What follows belongs to an exercise in optimizing a design on an open flow for small area and a short achievable clock period; a production flow would make more cautious choices. No run shown here included a check of the RTL's function; only the layout flow was run. Power and IR drop assume default switching activity.

## flow/design.v (module list and top-level ports; edited modules follow where they fit)
// module twiddle_gen: 75 lines
// module cmplx_mult_scale: 1954 lines
// module csa_fa: 10 lines
// module csa_ha: 9 lines
// module twiddle_mult: 26 lines
module twiddle_mult
#(
    parameter int DATA_W    = 32,
    parameter int START_CNT = 64
) (
    input  logic              clk,
    input  logic              rst_n,
    input  logic [7:0]        cnt,
    input  logic [DATA_W-1:0] data_in,
    output logic [DATA_W-1:0] data_out
);
  // ...
==> flow/flow/run.sh <==
#!/bin/bash
# Standard layout, except that the port buffers are buf_4 cells instead of the
# default choice (a slow delay buffer). Every port still gets its own buffer.
set -euo pipefail
export BUFFER_PORTS_ARGS="-buffer_cell sky130_fd_sc_hd__buf_4"
bash standard.sh finish > standard_finish.log 2>&1
==> flow/standard.sh <==
#!/bin/bash
# synth_recipe.tcl (not shown) runs the flow's synth.tcl, then flattens the netlist and writes it again
# the make line also repeats each setting of config.mk as NAME=value (left out here)
make -C /OpenROAD-flow-scripts/flow DESIGN_CONFIG=/design/flow/config.mk WORK_HOME=/design/flow/orfs CLKGATE_MAP_FILE= SYNTH_SCRIPT=/design/flow/synth_recipe.tcl "${@:-finish}"
==> flow/config.mk <==
export PLATFORM = sky130hd
export DESIGN_NAME = twiddle_mult
export DESIGN_NICKNAME = twiddle_mult
export VERILOG_FILES = /design/flow/design.v
export SDC_FILE = /design/flow/constraint.sdc
export NUM_CORES = 4
export LEC_CHECK = 0
export CAP_MARGIN = 20
export CORE_MARGIN = 2
export CORE_UTILIZATION = 40
export SETUP_SLACK_MARGIN = 3.5
export SLEW_MARGIN = 20
export SYNTH_HIERARCHICAL = 1
export SYNTH_MINIMUM_KEEP_SIZE = 0
export TNS_END_PERCENT = 100
==> flow/constraint.sdc <==
create_clock -name core_clock -period 8.0 [get_ports {clk}]
set_input_delay 1.6000 -clock core_clock [delete_from_list [all_inputs] [get_ports {clk}]]
set_output_delay 1.6000 -clock core_clock [all_outputs]
set_load 0.01 [all_outputs]
==> run summary, run 1 <==
Fill cells=between 4000 and 5000; Reg-to-Reg Start=i_twiddle_gen.idx_q[0]; crit-path max cell delay=approximately 0.54 ns; # DRC=0; most frequent cells in the layout=xnor2_1 (364), fa_1 (319), a22oi_1 (298); CTS Sinks=88; Final setup viols=0; status=no timing/DRC/antenna violations; metal1 wirelength=about 25 mm; post-CTS sizing=73; Worst-Skew Late Latency=between 0.3 and 0.4 ns; Levels on crit path=14; Tap Count=about 600; vias=between 15000 and 20000; num rows=80; Net Sw Frac=0.4888; chip height=approximately 220 um; vias per cell=roughly 6.3; met3 GRT Util=0.04232; total power draw=roughly 0.007 W; drt initial violations=roughly 1800; Die Area=around 49000 sq um; Seq/total area=0.08144; pre-CTS setup slack=around 2.7 ns; initial antenna violation count=3; Top pwr grp=combinational logic
==> run 2: changes to the inputs <==
--- a/flow/design.v
+++ b/flow/design.v
@@ -1461,24 +1461,27 @@
     csa_fa u_re_w239 (.a(re_w60), .b(re_w75), .c(re_w90), .s(re_w239), .co(re_w240));
     csa_fa u_re_w241 (.a(re_w116), .b(re_w131), .c(re_w146), .s(re_w241), .co(re_w242));
     csa_fa u_re_w243 (.a(re_w16), .b(re_w31), .c(re_w46), .s(re_w243), .co(re_w244));
     csa_fa u_re_w245 (.a(re_w61), .b(re_w76), .c(re_w91), .s(re_w245), .co(re_w246));
     csa_fa u_re_w247 (.a(re_w117), .b(re_w132), .c(re_w147), .s(re_w247), .co(re_w248));
     csa_fa u_re_w249 (.a(re_w17), .b(re_w32), .c(re_w47), .s(re_w249), .co(re_w250));
     csa_fa u_re_w251 (.a(re_w62), .b(re_w77), .c(re_w92), .s(re_w251), .co(re_w252));
     csa_fa u_re_w253 (.a(re_w118), .b(re_w133), .c(re_w148), .s(re_w253), .co(re_w254));
-    csa_fa u_re_w255 (.a(1'b1), .b(re_w33), .c(re_w48), .s(re_w255), .co(re_w256));
+    assign re_w255 = ~(re_w33 ^ re_w48);
+    assign re_w256 = re_w33 | re_w48;
     csa_fa u_re_w257 (.a(re_w63), .b(re_w78), .c(re_w93), .s(re_w257), .co(re_w258));
     csa_ha u_re_w259 (.a(re_w134), .b(re_w149), .s(re_w259), .co(re_w260));
-    csa_fa u_re_w261 (.a(1'b1), .b(re_w34), .c(re_w49), .s(re_w261), .co(re_w262));
+    assign re_w261 = ~(re_w34 ^ re_w49);
+    assign re_w262 = re_w34 | re_w49;
     csa_fa u_re_w263 (.a(re_w64), .b(re_w79), .c(re_w94), .s(re_w263), .co(re_w264));
     csa_ha u_re_w265 (.a(re_w135), .b(re_w150), .s(re_w265), .co(re_w266));
     csa_fa u_re_w267 (.a(re_w50), .b(re_w65), .c(re_w80), .s(re_w267), .co(re_w268));
-    csa_ha u_re_w269 (.a(1'b1), .b(re_w51), .s(re_w269), .co(re_w270));
+    assign re_w269 = ~re_w51;
+    assign re_w270 = re_w51;
     csa_fa u_re_w271 (.a(cr_ng[2]), .b(mci_ng[2]), .c(re_w5), .s(re_w271), .co(re_w272));
     csa_ha u_re_w273 (.a(re_w6), .b(re_w21), .s(re_w273), .co(re_w274));
     csa_fa u_re_w275 (.a(re_w203), .b(re_w7), .c(re_w22), .s(re_w275), .co(re_w276));
     csa_fa u_re_w277 (.a(re_w37), .b(re_w52), .c(re_w108), .s(re_w277), .co(re_w278));
     csa_fa u_re_w279 (.a(re_w204), .b(re_w8), .c(re_w23), .s(re_w279), .co(re_w280));
     csa_fa u_re_w281 (.a(re_w38), .b(re_w53), .c(re_w109), .s(re_w281), .co(re_w282));
     csa_ha u_re_w283 (.a(re_w124), .b(re_w139), .s(re_w283), .co(re_w284));
     csa_fa u_re_w285 (.a(re_w54), .b(re_w69), .c(re_w110), .s(re_w285), .co(re_w286));
@@ -1517,17 +1520,18 @@
     csa_fa u_re_w351 (.a(re_w95), .b(re_w151), .c(re_w166), .s(re_w351), .co(re_w352));
     csa_fa u_re_w353 (.a(re_w181), .b(re_w196), .c(re_w266), .s(re_w353), .co(re_w354));
     csa_fa u_re_w355 (.a(re_w262), .b(re_w264), .c(re_w267), .s(re_w355), .co(re_w356));
     csa_fa u_re_w357 (.a(re_w66), .b(re_w81), .c(re_w96), .s(re_w357), .co(re_w358));
     csa_fa u_re_w359 (.a(re_w152), .b(re_w167), .c(re_w182), .s(re_w359), .co(re_w360));
     csa_fa u_re_w361 (.a(re_w197), .b(re_w269), .c(re_w268), .s(re_w361), .co(re_w362));
     csa_fa u_re_w363 (.a(re_w67), .b(re_w82), .c(re_w97), .s(re_w363), .co(re_w364));
     csa_fa u_re_w365 (.a(re_w168), .b(re_w183), .c(re_w198), .s(re_w365), .co(re_w366));
-    csa_fa u_re_w367 (.a(1'b1), .b(re_w68), .c(re_w83), .s(re_w367), .co(re_w368));
+    assign re_w367 = ~(re_w68 ^ re_w83);
+    assign re_w368 = re_w68 | re_w83;
     csa_ha u_re_w369 (.a(re_w98), .b(re_w169), .s(re_w369), .co(re_w370));
     csa_fa u_re_w371 (.a(cr_ng[1]), .b(mci_ng[1]), .c(re_w3), .s(re_w371), .co(re_w372));
     csa_ha u_re_w373 (.a(re_w4), .b(re_w19), .s(re_w373), .co(re_w374));
     csa_fa u_re_w375 (.a(re_w20), .b(re_w35), .c(re_w106), .s(re_w375), .co(re_w376));
     csa_ha u_re_w377 (.a(re_w121), .b(re_w136), .s(re_w377), .co(re_w378));
     csa_fa u_re_w379 (.a(re_w36), .b(re_w107), .c(re_w122), .s(re_w379), .co(re_w380));
     csa_fa u_re_w381 (.a(re_w137), .b(re_w273), .c(re_w272), .s(re_w381), .co(re_w382));
     csa_fa u_re_w383 (.a(re_w123), .b(re_w138), .c(re_w153), .s(re_w383), .co(re_w384));
@@ -1561,17 +1565,18 @@
     csa_fa u_re_w439 (.a(re_w352), .b(re_w357), .c(re_w359), .s(re_w439), .co(re_w440));
     csa_fa u_re_w441 (.a(re_w354), .b(re_w356), .c(re_w361), .s(re_w441), .co(re_w442));
     csa_fa u_re_w443 (.a(re_w270), .b(re_w358), .c(re_w360), .s(re_w443), .co(re_w444));
     csa_fa u_re_w445 (.a(re_w363), .b(re_w365), .c(re_w362), .s(re_w445), .co(re_w446));
     csa_fa u_re_w447 (.a(re_w184), .b(re_w199), .c(re_w369), .s(re_w447), .co(re_w448));
     csa_fa u_re_w449 (.a(re_w364), .b(re_w366), .c(re_w367), .s(re_w449), .co(re_w450));
     csa_fa u_re_w451 (.a(re_w84), .b(re_w99), .c(re_w185), .s(re_w451), .co(re_w452));
     csa_fa u_re_w453 (.a(re_w200), .b(re_w370), .c(re_w368), .s(re_w453), .co(re_w454));
-    csa_fa u_re_w455 (.a(1'b1), .b(re_w85), .c(re_w100), .s(re_w455), .co(re_w456));
+    assign re_w455 = ~(re_w85 ^ re_w100);
+    assign re_w456 = re_w85 | re_w100;
     csa_ha u_re_w457 (.a(re_w186), .b(re_w201), .s(re_w457), .co(re_w458));
     csa_ha u_re_w459 (.a(cr_ng[0]), .b(mci_ng[0]), .s(re_w459), .co(re_w460));
     csa_ha u_re_w461 (.a(re_w18), .b(re_w104), .s(re_w461), .co(re_w462));
     csa_fa u_re_w463 (.a(re_w105), .b(re_w120), .c(re_w373), .s(re_w463), .co(re_w464));
     csa_fa u_re_w465 (.a(re_w374), .b(re_w377), .c(re_w375), .s(re_w465), .co(re_w466));
     csa_fa u_re_w467 (.a(re_w378), .b(re_w376), .c(re_w379), .s(re_w467), .co(re_w468));
     csa_fa u_re_w469 (.a(re_w380), .b(re_w383), .c(re_w382), .s(re_w469), .co(re_w470));
     csa_fa u_re_w471 (.a(re_w384), .b(re_w386), .c(re_w387), .s(re_w471), .co(re_w472));
@@ -1864,24 +1869,27 @@
     csa_fa u_im_w253 (.a(im_w16), .b(im_w31), .c(im_w46), .s(im_w253), .co(im_w254));
     csa_fa u_im_w255 (.a(im_w61), .b(im_w76), .c(im_w91), .s(im_w255), .co(im_w256));
     csa_fa u_im_w257 (.a(im_w117), .b(im_w132), .c(im_w147), .s(im_w257), .co(im_w258));
     csa_ha u_im_w259 (.a(im_w162), .b(im_w177), .s(im_w259), .co(im_w260));
     csa_fa u_im_w261 (.a(im_w17), .b(im_w32), .c(im_w47), .s(im_w261), .co(im_w262));
     csa_fa u_im_w263 (.a(im_w62), .b(im_w77), .c(im_w92), .s(im_w263), .co(im_w264));
     csa_fa u_im_w265 (.a(im_w118), .b(im_w133), .c(im_w148), .s(im_w265), .co(im_w266));
     csa_ha u_im_w267 (.a(im_w163), .b(im_w178), .s(im_w267), .co(im_w268));
-    csa_fa u_im_w269 (.a(1'b1), .b(im_w33), .c(im_w48), .s(im_w269), .co(im_w270));
+    assign im_w269 = ~(im_w33 ^ im_w48);
+    assign im_w270 = im_w33 | im_w48;
     csa_fa u_im_w271 (.a(im_w63), .b(im_w78), .c(im_w93), .s(im_w271), .co(im_w272));
     csa_fa u_im_w273 (.a(im_w134), .b(im_w149), .c(im_w164), .s(im_w273), .co(im_w274));
-    csa_fa u_im_w275 (.a(1'b1), .b(im_w34), .c(im_w49), .s(im_w275), .co(im_w276));
+    assign im_w275 = ~(im_w34 ^ im_w49);
+    assign im_w276 = im_w34 | im_w49;
     csa_fa u_im_w277 (.a(im_w64), .b(im_w79), .c(im_w94), .s(im_w277), .co(im_w278));
     csa_ha u_im_w279 (.a(im_w135), .b(im_w150), .s(im_w279), .co(im_w280));
     csa_fa u_im_w281 (.a(im_w50), .b(im_w65), .c(im_w80), .s(im_w281), .co(im_w282));
-    csa_ha u_im_w283 (.a(1'b1), .b(im_w51), .s(im_w283), .co(im_w284));
+    assign im_w283 = ~im_w51;
+    assign im_w284 = im_w51;
     csa_fa u_im_w285 (.a(ci_ng[2]), .b(cr_ng[2]), .c(im_w5), .s(im_w285), .co(im_w286));
     csa_ha u_im_w287 (.a(im_w6), .b(im_w21), .s(im_w287), .co(im_w288));
     csa_fa u_im_w289 (.a(im_w205), .b(im_w7), .c(im_w22), .s(im_w289), .co(im_w290));
     csa_fa u_im_w291 (.a(im_w37), .b(im_w52), .c(im_w108), .s(im_w291), .co(im_w292));
     csa_fa u_im_w293 (.a(im_w206), .b(im_w8), .c(im_w23), .s(im_w293), .co(im_w294));
     csa_fa u_im_w295 (.a(im_w38), .b(im_w53), .c(im_w109), .s(im_w295), .co(im_w296));
     csa_ha u_im_w297 (.a(im_w124), .b(im_w139), .s(im_w297), .co(im_w298));
     csa_fa u_im_w299 (.a(im_w54), .b(im_w69), .c(im_w110), .s(im_w299), .co(im_w300));
@@ -1920,17 +1928,18 @@
     csa_fa u_im_w365 (.a(im_w95), .b(im_w151), .c(im_w166), .s(im_w365), .co(im_w366));
     csa_fa u_im_w367 (.a(im_w181), .b(im_w196), .c(im_w280), .s(im_w367), .co(im_w368));
     csa_fa u_im_w369 (.a(im_w276), .b(im_w278), .c(im_w281), .s(im_w369), .co(im_w370));
     csa_fa u_im_w371 (.a(im_w66), .b(im_w81), .c(im_w96), .s(im_w371), .co(im_w372));
     csa_fa u_im_w373 (.a(im_w152), .b(im_w167), .c(im_w182), .s(im_w373), .co(im_w374));
     csa_fa u_im_w375 (.a(im_w197), .b(im_w283), .c(im_w282), .s(im_w375), .co(im_w376));
     csa_fa u_im_w377 (.a(im_w67), .b(im_w82), .c(im_w97), .s(im_w377), .co(im_w378));
     csa_fa u_im_w379 (.a(im_w168), .b(im_w183), .c(im_w198), .s(im_w379), .co(im_w380));
-    csa_fa u_im_w381 (.a(1'b1), .b(im_w68), .c(im_w83), .s(im_w381), .co(im_w382));
+    assign im_w381 = ~(im_w68 ^ im_w83);
+    assign im_w382 = im_w68 | im_w83;
     csa_ha u_im_w383 (.a(im_w98), .b(im_w169), .s(im_w383), .co(im_w384));
     csa_fa u_im_w385 (.a(ci_ng[1]), .b(cr_ng[1]), .c(im_w3), .s(im_w385), .co(im_w386));
     csa_ha u_im_w387 (.a(im_w4), .b(im_w19), .s(im_w387), .co(im_w388));
     csa_fa u_im_w389 (.a(im_w20), .b(im_w35), .c(im_w106), .s(im_w389), .co(im_w390));
     csa_ha u_im_w391 (.a(im_w121), .b(im_w136), .s(im_w391), .co(im_w392));
     csa_fa u_im_w393 (.a(im_w36), .b(im_w107), .c(im_w122), .s(im_w393), .co(im_w394));
     csa_fa u_im_w395 (.a(im_w137), .b(im_w287), .c(im_w286), .s(im_w395), .co(im_w396));
     csa_fa u_im_w397 (.a(im_w123), .b(im_w138), .c(im_w153), .s(im_w397), .co(im_w398));
@@ -1964,17 +1973,18 @@
     csa_fa u_im_w453 (.a(im_w366), .b(im_w371), .c(im_w373), .s(im_w453), .co(im_w454));
     csa_fa u_im_w455 (.a(im_w368), .b(im_w370), .c(im_w375), .s(im_w455), .co(im_w456));
     csa_fa u_im_w457 (.a(im_w284), .b(im_w372), .c(im_w374), .s(im_w457), .co(im_w458));
     csa_fa u_im_w459 (.a(im_w377), .b(im_w379), .c(im_w376), .s(im_w459), .co(im_w460));
     csa_fa u_im_w461 (.a(im_w184), .b(im_w199), .c(im_w383), .s(im_w461), .co(im_w462));
     csa_fa u_im_w463 (.a(im_w378), .b(im_w380), .c(im_w381), .s(im_w463), .co(im_w464));
     csa_fa u_im_w465 (.a(im_w84), .b(im_w99), .c(im_w185), .s(im_w465), .co(im_w466));
     csa_fa u_im_w467 (.a(im_w200), .b(im_w384), .c(im_w382), .s(im_w467), .co(im_w468));
-    csa_fa u_im_w469 (.a(1'b1), .b(im_w85), .c(im_w100), .s(im_w469), .co(im_w470));
+    assign im_w469 = ~(im_w85 ^ im_w100);
+    assign im_w470 = im_w85 | im_w100;
     csa_ha u_im_w471 (.a(im_w186), .b(im_w201), .s(im_w471), .co(im_w472));
     csa_ha u_im_w473 (.a(ci_ng[0]), .b(cr_ng[0]), .s(im_w473), .co(im_w474));
     csa_ha u_im_w475 (.a(im_w18), .b(im_w104), .s(im_w475), .co(im_w476));
     csa_fa u_im_w477 (.a(im_w105), .b(im_w120), .c(im_w387), .s(im_w477), .co(im_w478));
     csa_fa u_im_w479 (.a(im_w388), .b(im_w391), .c(im_w389), .s(im_w479), .co(im_w480));
     csa_fa u_im_w481 (.a(im_w392), .b(im_w390), .c(im_w393), .s(im_w481), .co(im_w482));
     csa_fa u_im_w483 (.a(im_w394), .b(im_w397), .c(im_w396), .s(im_w483), .co(im_w484));
     csa_fa u_im_w485 (.a(im_w398), .b(im_w400), .c(im_w401), .s(im_w485), .co(im_w486));
==> flow/config.mk (replaced) <==
export PLATFORM = sky130hd
export DESIGN_NAME = twiddle_mult
export DESIGN_NICKNAME = twiddle_mult
export VERILOG_FILES = /design/flow/design.v
export SDC_FILE = /design/flow/constraint.sdc
export NUM_CORES = 4
export LEC_CHECK = 0
export CAP_MARGIN = 20
export CORE_MARGIN = 2
export CORE_UTILIZATION = 40
export CTS_BUF_LIST = sky130_fd_sc_hd__clkbuf_4 sky130_fd_sc_hd__clkbuf_8
export CTS_CLUSTER_DIAMETER = 100
export CTS_CLUSTER_SIZE = 30
export SETUP_SLACK_MARGIN = 3.5
export SLEW_MARGIN = 20
export SYNTH_HIERARCHICAL = 1
export SYNTH_MINIMUM_KEEP_SIZE = 0
export TNS_END_PERCENT = 100
==> run summary, run 2 <==
Hold Path Class=input pin to register; measured slew at the worst slew-check pin=1.004 ns; status=no timing/DRC/antenna violations; vias in the first global route=about 17000; drt initial violations=1766 (-4.2%); Fill cells=4275 (-5.8%); reg-to-reg slack, setup=approximately 3.5 ns; Die X=between 200 and 250 um; HP Start=rst_n; final net count=around 2400; Clock power frac=0.060; Reg-to-Reg Start=i_twiddle_gen.idx_q[2]; Slew Viols, Final=0; Leakage=8.490 nW; Setup Skew=around 0.026 ns; vias per cell=6.325 (+0.49%); GRT Util Overall=0.2751; first-pass GRT wire length=around 100 mm; total wire length=68.87 mm; Placer Congestion=~0.91; CTS max path bufs=2; total core area=46650 sq um; CTS Sinks=88 (unchanged); sequential share of power=0.117; num rows=79 (-1.3%); drt pass-1 iters=7; Area growth syn-to-layout=16.90%; clock-pin slew on the worst setup and hold paths=about 0.11 ns; peak supply drop=0.0001339 V; Worst Setup EP=i_cmplx_mult_scale.im_yq[7]; root buffer cell=clkbuf_8; IO Pins=74; largest net degree at the start of global routing=50; Storage cell area=1778 sq um; PD cells=323.1 nW/um^2; CP Class=register to register; Final Hold Viols=0; vias=16330 (+1.2%); chip height=221.8 um (-0.26%); Ys Warns=8; CP Launch Type=register; Die Area=49210 sq um (-0.51%); # DRC=0 (unchanged); total CTS buffers=9; most common cell after layout, fill and taps aside=xnor2_1; RSZ-0062 raised after global routing=yes; Critical Path RT=8.31 ns; Multi-input gate area=~17000 sq um; initial antenna violation count=2 (-1); Fmax=around 220 MHz; CTS tree=yes; global route overflow=0; crit path from=i_twiddle_gen.idx_q[2]; Worst-Skew Late Latency=0.45 ns (+0.06 ns); max-cap violations=0; Synth Area per Inst=slightly below 10 sq um; CP arrival=4.81 ns; Detailed Place HPWL=42.00 mm; wire length per cell=between 20 and 30 um; antenna violation net count after detailed routing=0; internal power=approximately 0.0037 W; Gate power share=0.823; CP endpoint kind=register; total negative setup slack=0 ns; total power draw=0.007170 W (+2.7%); cells after synthesis=just under 2000; layout cell share with drive strength beyond 1=0.1835; Port Buffers=73; sw power=~0.0035 W; Rel. slew slack=0.3308; Final min period=roughly 4.5 ns; Net Sw Frac=0.4858 (-0.003045); FF-to-FF path depth=13; final worst path period share=0.5617; Cell Area, Synth=between 15000 and 20000 sq um; Final setup viols=0 (unchanged); R2R Path End=i_cmplx_mult_scale.im_yq[7]; critical path fanouts, max=15; Initial Util=0.4068; most frequent cells in the layout=xnor2_1 (363), fa_1 (318), a22oi_1 (291); # H-tree levels=3
[run 2: changes by cell type in the layout (fill, tap and decap cells not counted), moves of 8 or more]
cell      delta
buf_4       +23
inv_1       +14
a21oi_1     -10
conb_1      -10
clkbuf_8     +9
a22oi_2      +8
nor2_1       +8
[run 2: routing by layer]
| metal | vias up | wire length, um | global-route usage |
|---|---|---|---|
| met2 | 1091 | 31730 | 0.4434 |
| met1 | 8215 | 25510 | 0.3381 |
| met3 | 242 | 7857 | 0.06904 |
| met4 | 0 | 3772 | 0.1508 |
| met5 | - | 0 | 0.003910 |
| li1 | 6782 | - | - |
[run 2: critical path, stage by stage, from the launching register on]
cell and delay, ns:
dfxtp_4 0.39, buf_12 0.16, or2b_4 0.35, nor3_2 0.16, a31oi_1 0.10, o2bb2ai_4 0.27, buf_4 0.24, a22oi_2 0.08
xnor2_1 0.17, fa_1 0.60, fa_1 0.44, fa_1 0.44, fa_1 0.52, fa_1 0.42
[run 2: stage by stage]
step	instances	area (sq um)	hold slack, ns	setup WS, ns	utilization
after floorplan	1958	19050	1.313	3.498	-
after detailed placement	2460	19960	1.647	2.610	0.4279
after CTS	2531	21270	1.322	3.500	0.4558
after global routing	2582	22190	1.338	3.455	0.4756
final	2582	22190	1.329	3.506	0.4756
after global placement	2459	19940	1.632	2.652	0.4273
[run 2: cell type report]
class                   instances  area share
repair buffers                214      0.1013
diodes                          2   0.0002256
clock buffers                  11    0.006259
clock inverters                 5    0.005808
well taps                     607     0.03423
inverters                      29    0.005470
flip-flops and latches         88     0.08013
multi-input cells            1626      0.7666
[run 2: worst min path at each step]
stage,to,slack [ns],depth (start not counted)
after floorplan,i_cmplx_mult_scale.re_xq[19],1.31,8
after global placement,i_cmplx_mult_scale.re_xq[19],1.63,6
after detailed placement,i_cmplx_mult_scale.re_xq[19],1.65,6
after CTS,i_cmplx_mult_scale.live_q,1.32,1
after global routing,i_cmplx_mult_scale.live_q,1.34,1
final,i_cmplx_mult_scale.live_q,1.33,1
[run 2: power by group through the flow]
stage | logic [W] | clock network, W | registers, W
3_5_place_dp | 0.00561 | 0 | 0.000845
5_1_grt | 0.00665 | 0.000457 | 0.000863
6_report | 0.00590 | 0.000432 | 0.000840
4_1_cts | 0.00582 | 0.000445 | 0.000838
2_1_floorplan | 0.00392 | 0 | 0.000820
3_3_place_gp | 0.00546 | 0 | 0.000847
[run 2: timing repair]
action                     in CTS  in global routing
setup endpoints to repair      92                 62
cloned                         11                 10
hold buffers                    0                  0
resized for setup              96                 90
buffers inserted               44                 39
pin swaps                      18                 31

## port drivers added, routing unchanged
How much do the figures lean on ideal ports? The routed layouts below were timed once more, with nothing changed but the port constraints.
Step 1 assumes that a clkbuf_16 drives the clock port and a buf_2 every other input.
Step 2 moves the port delays by t, midway between the first and last clock arrival at a register: inputs arrive t later, outputs are due t later. That takes back most of the time a late clock gives input paths.
Three values: no drivers, after step 1, after step 2; two values: the first two.
run | t, ns | setup WS [ns] | hold slack, ns | slew at the worst register clock pin (ns)
run 1 | 0.446 | 3.532 / 3.525 / 3.080 | 1.344 / 1.311 / 1.594 | 0.09 / 0.09
run 2 | 0.491 | 3.506 / 3.506 / 3.037 | 1.329 / 1.302 / 1.630 | 0.11 / 0.11
After both steps setup and hold are still met in every run listed. For run 2, which loses most, drivers alone change the setup slack by 0.000 ns; drivers and shift together by -0.469 ns.
